Context: an optimization exercise on an open-source flow, tuned for small area, a short achievable clock period and few clock cycles. The choices shown serve that exercise and are no tape-out recipe.
Power is estimated from default activity; no workload was simulated.

== main ==
==> flow/design.v (excerpt) <==
module ex_stage
#(
  parameter int WIDTH      = ex_pkg::WIDTH_DEFAULT,
  parameter int MULDIV_LAT = 4
) (
  input  logic             clk,
  input  logic             rst,
  input  logic             flush,
  input  logic             in_valid,
  output logic             in_ready,
  input  logic [4:0]       in_op,
  input  logic [4:0]       in_shamt,
  input  logic [4:0]       in_rd,
  input  logic [4:0]       in_rs_a,
  input  logic [4:0]       in_rs_b,
  input  logic [WIDTH-1:0] in_a,
  input  logic [WIDTH-1:0] in_b,
  input  logic             in_wen,
  output logic             out_valid,
  input  logic             out_ready,
  output logic [WIDTH-1:0] out_result,
  output logic [4:0]       out_rd,
  output logic             out_wen,
  output logic             out_zf,
  output logic             out_of,
  output logic             out_illegal
);
Settings: LEC_CHECK=0, ABC_AREA=1, CAP_MARGIN=20, CORE_MARGIN=2, CORE_UTILIZATION=40, SLEW_MARGIN=20; clock period 95.0 ns.
standard.sh (not shown) runs the stock make flow with config.mk's settings and CLKGATE_MAP_FILE= SYNTH_SCRIPT=/design/flow/synth_recipe.tcl, a recipe that flattens the netlist after the stock synthesis.
==> flow/flow/run.sh <==
#!/bin/bash
# Layout: the standard ORFS flow (standard.sh) with two changes:
#  - technology mapping uses an area-oriented ABC script (flow/abc.script)
#    in place of ORFS's abc_speed/abc_area scripts; everything else in
#    synthesis is ORFS's and the standard flow's own script, so the registers are the
#    standard synthesis's;
#  - ports are buffered with buf_1 cells.
# Each step's full output goes to a log file of its own in this folder.
set -euo pipefail
here=$(pwd)
rm -rf "$here/orfs_scripts"
cp -r "$FLOW_HOME/scripts" "$here/orfs_scripts"
cp "$here/flow/abc.script" "$here/orfs_scripts/abc_speed.script"
cp "$here/flow/abc.script" "$here/orfs_scripts/abc_area.script"
export SCRIPTS_DIR="$here/orfs_scripts"
export BUFFER_PORTS_ARGS="-buffer_cell sky130_fd_sc_hd__buf_1"
bash standard.sh synth > "$here/synth.log" 2>&1
bash standard.sh > "$here/layout.log" 2>&1
==> flow/flow/abc.script <==
strash
&get -n
&st
&deepsyn -T 30
&dch
&nf
&put
The inputs of the feature branch differ from those of main as listed below.
diff --git a/flow/design.v b/flow/design.v
--- a/flow/design.v
+++ b/flow/design.v
@@ -186,17 +186,17 @@
   end
   logic [31:0]   mhi;
   logic [31:0]   mrow_in [M];
   logic [31:0]   mrow_s  [M];
   logic [M-1:0]  mrow_c;
   logic [31+M:0] msum;
   logic [31:0]   mhi_n, mlo_n;
   always_comb begin
-    mhi = md_go ? 32'd0 : r2_q;
+    mhi = r2_q;                  
     mrow_in[0] = mhi;
     for (int j = 1; j < M; j++) mrow_in[j] = {mrow_c[j-1], mrow_s[j-1][31:1]};
   end
   for (genvar j = 0; j < M; j++) begin : g_mrow
     ex_stage_rca #(.N(32)) u_row (
       .a(mrow_in[j]), .b(xa_q & {32{xb_q[j]}}), .ci(1'b0),
       .s(mrow_s[j]), .co(mrow_c[j]));
   end
@@ -222,20 +222,18 @@
     dr_n = cout ? sum : xa_q;
     dq_n = {(md_start ? {31{bzero}} : r2_q[30:0]), cout};
   end
   logic [31:0] xres, mdres;
   logic        xres_of;
   always_comb begin
     if (x_div) begin
       mdres = x_hi ? dr_n : dq_n;
-    end else if (align_q) begin
-      mdres = sh_y;
     end else begin
-      mdres = mlo_n;
+      mdres = sh_y;
     end
     xres    = 32'd0;
     xres_of = 1'b0;
     if (x_md) xres = mdres;
     else if (x_shift) xres = sh_y;
     else if (x_addsub) begin
       xres    = sum;
       xres_of = ovf;
@@ -243,28 +241,27 @@
       case (xop_q[1:0])
         2'b00:   xres = xa_q & xb_q;
         2'b01:   xres = xa_q | xb_q;
         2'b10:   xres = xa_q ^ xb_q;
         default: xres = ~(xa_q | xb_q);
       endcase
     end else if (x_slt) xres = {31'd0, slt};
   end
-  logic md_next_al, mul_direct;
+  logic md_next_al;
   always_comb begin
     md_next_al = 1'b0;
-    mul_direct = x_mul & ~x_hi & (mamt_q == 3'd0);
     if (md_start) begin
       md_fin     = x_div & (bzero | dneg);
       md_next_al = x_mul & (mdig == 4'd1);
     end else if (align_q) begin
       md_fin = 1'b1;
     end else begin
-      md_fin     = (cnt_q == 5'd1) & (x_div | mul_direct);
-      md_next_al = (cnt_q == 5'd1) & x_mul & ~mul_direct;
+      md_fin     = (cnt_q == 5'd1) & x_div;
+      md_next_al = (cnt_q == 5'd1) & x_mul;
     end
     xfire = xvalid_q & (x_md ? ((md_start | mdrun_q) & md_fin) : ~rvalid_q);
   end
   logic x_byp, o_byp, in_imsh;
   logic ma_x, ma_o, mb_x, mb_o;
   logic [31:0] cap_a, cap_b;
   always_comb begin
     in_imsh = (in_op[4:2] == 3'b000);
@@ -273,17 +270,17 @@
     ma_x  = x_byp & (in_rs_a == xrd_q);
     ma_o  = o_byp & (in_rs_a == ord_q);
     mb_x  = x_byp & (in_rs_b == xrd_q);
     mb_o  = o_byp & (in_rs_b == ord_q);
     cap_a = ma_x ? xres : (ma_o ? ores_q : in_a);
     if (in_imsh) cap_a[4:0] = in_shamt;
     cap_b = mb_x ? xres : (mb_o ? ores_q : in_b);
   end
-  logic        acc, held, mdrun_n, align_n, rvalid_n, ovalid_n, iready_n, mul_direct_n;
+  logic        acc, held, mdrun_n, align_n, rvalid_n, ovalid_n, iready_n;
   logic [4:0]  cnt_n;
   logic [31:0] o_val;
   always_comb begin
     acc  = iready_q & in_valid;
     held = xvalid_q & ~xfire;            
     mdrun_n = mdrun_q;
     align_n = 1'b0;
     cnt_n   = cnt_q;
@@ -291,23 +288,22 @@
       mdrun_n = ~md_fin;
       align_n = md_next_al;
       cnt_n   = x_div ? 5'(sdiff[4:0] + 5'd1) : 5'(mdig - 4'd1);
     end else if (mdrun_q) begin
       mdrun_n = ~md_fin;
       align_n = md_next_al;
       cnt_n   = cnt_q - 5'd1;
     end
-    mul_direct_n = x_mul & ~x_hi & ((md_start ? 3'(NM - int'(mdig)) : mamt_q) == 3'd0);
     rvalid_n = ~ofree & (rvalid_q | xfire);
     ovalid_n = ~ofree | rvalid_q | xfire;
     if (acc)
       iready_n = (in_op[4:2] != 3'b100) & ~rvalid_n;
     else if (held)
-      iready_n = x_md ? (align_n | (mdrun_n & (cnt_n == 5'd1) & (x_div | mul_direct_n)))
+      iready_n = x_md ? (align_n | (mdrun_n & (cnt_n == 5'd1) & x_div))
                       : ~rvalid_n;
     else
       iready_n = ~rvalid_n;
     o_val = rvalid_q ? r2_q : xres;
     if (flush | rst) begin
       mdrun_n  = 1'b0;
       align_n  = 1'b0;
       rvalid_n = 1'b0;
@@ -336,25 +332,27 @@
       if (cout & md_iter) xa_q <= sum;
       xb_q <= md_start ? sh_y : {1'b0, xb_q[31:1]};
     end else if (md_sw) begin
       xa_q <= xb_q;
       xb_q <= xa_q;
     end else if (x_mul & (md_start | md_iter)) begin
       xb_q <= mlo_n;
     end
-    if (~rvalid_q) begin
+    if (~rvalid_q | ofree) begin
       if ((md_start | md_iter) & ~md_fin) begin
-        r2_q <= x_div ? (md_start ? 32'd0 : dq_n) : mhi_n;
-      end else begin
+        r2_q <= x_div ? (md_start ? r2_q : dq_n) : mhi_n;
+      end else if (xfire & ~ofree) begin
         r2_q   <= xres;
         rrd_q  <= xrd_q;
         rwen_q <= xwen_q & ~x_ill;
         rof_q  <= xres_of;
         rill_q <= x_ill;
+      end else begin
+        r2_q <= 32'd0;
       end
     end
     if (ofree) begin
       ores_q <= o_val;
       ozf_q  <= (o_val == 32'd0);
       if (rvalid_q) begin
         ord_q  <= rrd_q;
         owen_q <= rwen_q;
==> comparison <==
Relative to main, tightest slew margin relative to the limit has increased by 2.7 points in the feature branch. In the feature branch, the total via count after detailed routing came out about 6.5% below the value in main. Compared with main, in the feature branch total power -150 uW; final worst setup slack climbed 11 ps; layout-stage area growth over the synthesis result flat. Routing usage on met1: the feature branch lower than main. Non-clock buffer count, main and the feature branch: higher on main. On peak clock frequency supported by timing, main and the feature branch are neck and neck. Die area (the feature branch vs. main) decreases slightly. Global-route wire length before repair in the feature branch is 9.2% below main. Re number of nets in the finished design: main and the feature branch aren't equal, and the lower value belongs to the feature branch. When the feature branch is set beside main, its critical path depth turns out to be 3 smaller.
Function was not checked in any run of this note: the RTL went through the layout flow alone.

[port drivers added, routing unchanged]
The flow's constraints put no driver on any port. The routed layouts listed below were extracted and timed again, unchanged, in two steps.
Step 1 sets driving cells, clkbuf_16 on the clock port and buf_2 on the other inputs (assumed; they add their load-dependent delay and slew).
Step 2, shift: input delay + t, output delay - t, t = (earliest + latest rising clock arrival at the registers) / 2. This alone moves slack from input paths to output paths.
Three values: ideal ports, drivers, drivers and shift; two values: the first two.
| run | t (ns) | setup slack, ns | worst setup path after step 2 | worst data-port slew with drivers (ns) | pins driven straight from the clock port |
|---|---|---|---|---|---|
| main | 0.567 | 73.740 / 73.769 / 73.202 | input to register | 0.07 | 1 |
| the feature branch | 0.571 | 73.751 / 73.789 / 73.218 | input to register | 0.06 | 1 |
After both steps setup and hold are still met in every run listed. For main, which loses most, drivers alone change the setup slack by +0.029 ns; drivers and shift together by -0.538 ns.
